From an optimization exercise on the open Yosys and OpenROAD flow, aimed at small area, a short achievable clock period and few clock cycles per item; shortcuts taken in it are not production practice.
Function was checked by simulation only, so behaviour that the tests miss may differ from the original.
No activity file was given, so power comes from the tool's default toggle rates.

==> flow/design.v (outline; a module is shown in full before it is edited, if it fits) <==
// module ivl2n_lane: 1071 lines
// module ivl2n_fa: 10 lines
// module ivl2n_ha: 9 lines
// module ivl2n_merge: 183 lines
// module ivl2n_sqrt: 81 lines
// module int8_vector_l2_norm: 137 lines
module int8_vector_l2_norm
(
  input  logic        clk_i,
  input  logic        rst_ni,
  input  logic        in_valid,
  output logic        in_ready,
  input  logic [7:0]  in_sample_0,
  input  logic [7:0]  in_sample_1,
  input  logic [7:0]  in_sample_2,
  input  logic [7:0]  in_sample_3,
  input  logic [7:0]  in_sample_4,
  input  logic [7:0]  in_sample_5,
  input  logic [7:0]  in_sample_6,
  input  logic [7:0]  in_sample_7,
  input  logic [3:0]  in_lane_count,
  input  logic        in_last,
  output logic        out_valid,
  input  logic        out_ready,
  output logic [38:0] out_sum_of_squares,
  output logic [27:0] out_norm_fixed,
  output logic        out_overflow
);
  // ...
==> flow/flow/run.sh <==
#!/bin/bash
# The standard layout (the standard.sh, unchanged synthesis and steps), with the port
# buffers that global placement inserts made from the plain buffer family (sky130_fd_sc_hd__buf_1,
# which repair may upsize) instead of the tool's default pick, a delay buffer.
set -euo pipefail
export BUFFER_PORTS_ARGS="-buffer_cell sky130_fd_sc_hd__buf_1"
bash standard.sh > standard.log 2>&1
==> flow/standard.sh <==
#!/bin/bash
# synth_recipe.tcl (not shown) runs the flow's synth.tcl, then flattens the netlist and writes it again
# the make line also repeats each setting of config.mk as NAME=value (left out here)
make -C /OpenROAD-flow-scripts/flow DESIGN_CONFIG=/design/flow/config.mk WORK_HOME=/design/flow/orfs CLKGATE_MAP_FILE= SYNTH_SCRIPT=/design/flow/synth_recipe.tcl "${@:-finish}"
==> flow/config.mk <==
export PLATFORM = sky130hd
export DESIGN_NAME = int8_vector_l2_norm
export DESIGN_NICKNAME = int8_vector_l2_norm
export VERILOG_FILES = /design/flow/design.v
export SDC_FILE = /design/flow/constraint.sdc
export NUM_CORES = 4
export LEC_CHECK = 0
export CAP_MARGIN = 20
export CORE_MARGIN = 2
export CORE_UTILIZATION = 65
export CTS_BUF_LIST = sky130_fd_sc_hd__clkbuf_8
export SETUP_SLACK_MARGIN = 3.8
export SLEW_MARGIN = 20
export SYNTH_HIERARCHICAL = 1
export SYNTH_MINIMUM_KEEP_SIZE = 0
==> flow/constraint.sdc <==
create_clock -name core_clock -period 6.5 [get_ports {clk_i}]
set_input_delay 1.3000 -clock core_clock [delete_from_list [all_inputs] [get_ports {clk_i}]]
set_output_delay 1.3000 -clock core_clock [all_outputs]
set_load 0.01 [all_outputs]
==> metrics.md, run 1 <==
| Metric | Value |
|---|---|
| Status | `timing/DRC/antenna clean` |
| Vias per inst | `6.02` |
| FFs & Latches | `446` |
| Non-CTS inverters | `60` |
| Row count | `72` |
| FFs w/ async S/R, synth | `0.0247` |
| Total Neg Setup Slack | `0 ps` |
| Met3 WL | `4250 microns` |
| Post-synth top cells | `332 x dfxtp_1, 228 x nor2_1, 201 x fa_1, 195 x and2_1, 145 x nand2_1` |
| Worst hold stages | `0` |
| Fill count | `2702` |
| Worst Setup SP | `a_mag_q[0]` |
| Crit-path most repeated cell | `fa_1` |
| Clk slew on worst S/H paths | `60 ps` |
| Final Util | `0.747` |
| Clock buffer cells | `88` |
| Largest family of logic cells by synthesized area | `adder cells` |
| Synth Flop Type | `dfxtp_1` |
| Number of port buffers | `142` |
| Cell area after layout | `28900 sq um` |
| Synthesized instance count | `2420` |
| Io pins | `143` |
| Number of setup buffers added after CTS | `18` |
| Reg2Reg Capture Point | `u_lane.st1_q[5]` |
| Pre-CTS setup slack | `2480 ps` |
| Xor-xnor portion of the synthesized cell area | `0.0537` |
| CTS-repair resized insts | `91` |
| HP Start | `b1_lanes_q[3]` |
| Post-synth cell types | `110` |
| Met1 wire length | `26200 microns` |
| Pins over their slew limit | `0` |
| Final hold violation count | `0` |
| Worst VDD drop | `380 uV` |
| Top routing layer used | `met4` |
| Combinational share of power | `0.514` |
| Reg power frac | `0.317` |
Testbench counts, summed over its fixed seeds: cycles 29,715, vectors 1,600.
==> run 2, diff against run 1 <==
--- a/flow/config.mk
+++ b/flow/config.mk
@@ -9,3 +9,3 @@
 export CORE_MARGIN = 2
-export CORE_UTILIZATION = 65
+export CORE_UTILIZATION = 50
 export CTS_BUF_LIST = sky130_fd_sc_hd__clkbuf_8
==> metrics.md, run 2 <==
| Metric | Value |
|---|---|
| Crit-path slowest cell | `fa_2` |
| Number of port buffers | `142 (unchanged)` |
| Register area share after synthesis | `0.394` |
| Worst-margin pin slew | `853 ps` |
| Warnings, synthesis | `10` |
| Crit-path most repeated cell | `fa_1` |
| Row count | `82 (+14%)` |
| Worst slew margin | `0.431` |
| Final hold violation count | `0 (unchanged)` |
| Nets | `2997` |
| # Max-Cap Violations | `0` |
| Post-DP HPWL | `47600 microns` |
| First-pass GRT wire length | `99700 microns` |
| Clock Skew | `30.0 ps` |
| Sum of buffers and inverters on the critical path | `0` |
| Syn Std Cell Area | `25400 sq um` |
| Cell area after layout | `29100 sq um (+0.78%)` |
| Biggest regs | `a_mag_q x64, u_lane.st1_q x59, u_lane.st2_q x44` |
| Yosys reg bits | `446` |
| Fill count | `4318 (+60%)` |
| Vias in the first global route | `19225` |
| Area Growth Syn to Fin | `14.5%` |
| Critical Path Source Type | `register` |
| Worst setup EP type | `register` |
| DR DRC count | `0` |
| Share of cells above drive strength 1 | `0.143` |
| Clock buffer count from CTS | `78` |
| Max FFs per register | `64` |
| Worst VDD drop | `227 uV (-40%)` |
| Count leader, synth | `dfxtp_1` |
| TritonCTS clock tree | `done` |
| Placeable Area | `50200 sq um` |
| Io pins | `143 (unchanged)` |
| Overall routed net length | `63000 microns` |
| Mapped Nets | `2788` |
| Placed inst area | `26500 sq um` |
| Synth Flop Type | `dfxtp_1` |
| Worst Path Arrival | `3210 ps` |
| Pins over their slew limit | `0 (unchanged)` |
| Critical path's top delay family | `adder cells` |
| Commonest non-fill, non-tap cell in the layout | `dfxtp_1` |
| Area leader, netlist | `dfxtp_1` |
| Status | `timing/DRC/antenna clean` |
| Sink Count | `446` |
| Hold WC Path Type | `register to register` |
| CP cell instances | `and2_1 -> fa_2 -> fa_1 -> fa_1 -> fa_1` |
| Drt initial violations | `1155` |
| Die Y | `230 microns` |
| Post-synth EDFFs | `103` |
| Syn Area/Cell | `10.5 sq um` |
| Total Routing Usage GR | `0.238` |
| Synthesized instance count | `2420 (unchanged)` |
| Clock Latency Late Sink | `670 ps` |
| Total Neg Setup Slack | `0 ps (unchanged)` |
| RSZ-0062 raised after global routing | `yes` |
| Final worst-path cycle share | `0.414` |
| Pwr Density | `511 nW/um^2` |
| Die area | `52700 sq um` |
| Vias | `18583` |
| Global route overflow | `0` |
| DR WL/cell | `18.7 microns` |
| Share of the synthesized area in the top cell type | `0.261` |
| Critical Path RT | `7020 ps` |
| Maximum fanout along the worst path | `8` |
| Clock Path Buffers | `3` |
| Vias per inst | `5.53 (-8.2%)` |
| Initial Utilization | `0.507` |
| DRT Pass-1 Iters | `6` |
| Synth area leaders | `dfxtp_1 26%, fa_1 16%, edfxtp_1 12%` |
| H-tree depth | `3` |
| Final RePlAce weighted congestion | `0.943` |
| Critical path type | `register to register` |
| Largest reg by FF count | `a_mag_q` |
| Most frequent cells in the layout | `276 x dfxtp_1, 225 x nor2_1, 186 x and2_1` |
| Clk slew on worst S/H paths | `50 ps (about the same)` |
| Final setup viols | `0` |
| F_max | `371 MHz` |
| Post-synth top cells | `332 x dfxtp_1, 228 x nor2_1, 201 x fa_1, 195 x and2_1, 145 x nand2_1` |
| Post-synth cell types | `110 (unchanged)` |
| Final ANT Viol Nets | `0` |
| Die width | `230 microns` |
| Static Leakage | `11.9 nW` |
| FFs w/ async S/R, synth | `0.0247 (unchanged)` |
| Crit-path max cell delay | `580 ps` |
| Initial antenna violation count | `1` |
| Pin count of the biggest net entering global routing | `61` |
| Tmin final | `2690 ps` |
| CTS root buffer | `clkbuf_8` |
## run 2: repair_timing
action | 4_1_cts | 5_1_grt
pin swaps | 12 | 63
hold buffers | 0 | 0
gates resized for setup | 81 | 122
buffers inserted | 12 | 38
gates cloned | 1 | 1
setup endpoints to repair | 108 | 49
## run 2: area by class of cell
cell class / count / area [sq um] / area share
diodes: 1 / 2.50 / 0.0000860
clock buffers: 92 / 1270 / 0.0435
multi-input cells: 1842 / 15200 / 0.524
repair buffers: 201 / 1060 / 0.0365
clock inverters: 49 / 282 / 0.00967
flip-flops and latches: 446 / 10200 / 0.350
well taps: 672 / 841 / 0.0289
inverters: 60 / 230 / 0.00791
## run 2: final timing paths
path	depth (start not counted)	slack, ps	from	to
setup / recovery	5	3810	a_mag_q[18]	u_lane.st1_q[11]
hold / removal	0	320	b1_lanes_q[0]	b2_lanes_q[0]
setup reg to reg	5	3810	a_mag_q[18]	u_lane.st1_q[11]
hold reg to reg	0	320	b1_lanes_q[0]	b2_lanes_q[0]
max in group asynchronous	1	5450	rst_ni	u_merge.clr_q
min in group asynchronous	1	610	rst_ni	b1_valid_q
## run 2: where the power goes
group | total, mW | internal, mW | switching (mW)
clock network | 2.51 | 1.34 | 1.17
registers | 4.74 | 3.89 | 0.854
logic | 7.62 | 3.42 | 4.20
total | 14.9 | 8.65 | 6.23
## run 2: cell families after synthesis
group                    synth area share
flip-flops                          0.394
multiplexers                       0.0117
adder cells (fa/ha/maj)             0.205
buffers and inverters              0.0214
AO/OA/AOI/OAI                       0.115
AND/OR/NAND/NOR                     0.200
XOR/XNOR                           0.0537
## run 2: per-stage QoR
stage	power [mW]	util	setup WS, ps	hold slack [ps]	std cells
final	14.9	0.580	3810	324	3363
after global routing	16.1	0.580	3680	328	3363
after CTS	14.4	0.566	3700	322	3323
after detailed placement	11.7	0.529	2800	312	3169
after global placement	11.5	0.529	2790	310	3169
after floorplan	9.94	-	3800	310	2420
## run 2: modules after synthesis (local to each module, per instance)
module	flip-flops and latches	cells inside	copies in the design	area, sq um
ivl2n_ha	0	1	8	12.5
ivl2n_sqrt	106	605	1	5620
ivl2n_fa	0	1	199	20.0
ivl2n_lane	121	470	1	4710
int8_vector_l2_norm	89	339	1	3440
ivl2n_merge	130	799	1	7570
## run 2: metal layers
layer | GRT usage | vias to the layer above | share of wire
li1 | - | 8853 | -
met1 | 0.269 | 8986 | 0.39
met2 | 0.433 | 543 | 0.52
met3 | 0.0410 | 201 | 0.041
met4 | 0.116 | 0 | 0.047
met5 | 0 | - | 0

## what the ideal ports hide
In the flow no input, the clock included, has a driving cell. The finished layouts below were timed again as built, in two steps. Step 1, drivers: a clkbuf_16 drives clk_i and a buf_2 each remaining input, both assumed. Step 2 times the ports against the registers' clock, not the clock port: input delays grow and output delays shrink by t, the midpoint of the rising clock arrivals with the driver on. Slacks: ideal ports / drivers / drivers and shift; pairs: ideal ports / drivers.
run | shift t [ns] | slack for setup (ns) | worst slew at a driven data input, ns
run 1 | 0.679 | 3.717 / 3.717 / 3.339 | 0.04
run 2 | 0.708 | 3.807 / 3.782 / 3.249 | 0.04
After both steps every run listed still meets setup and hold. For run 2, which loses most, drivers alone change the setup slack by -0.025 ns; drivers and shift together by -0.558 ns.
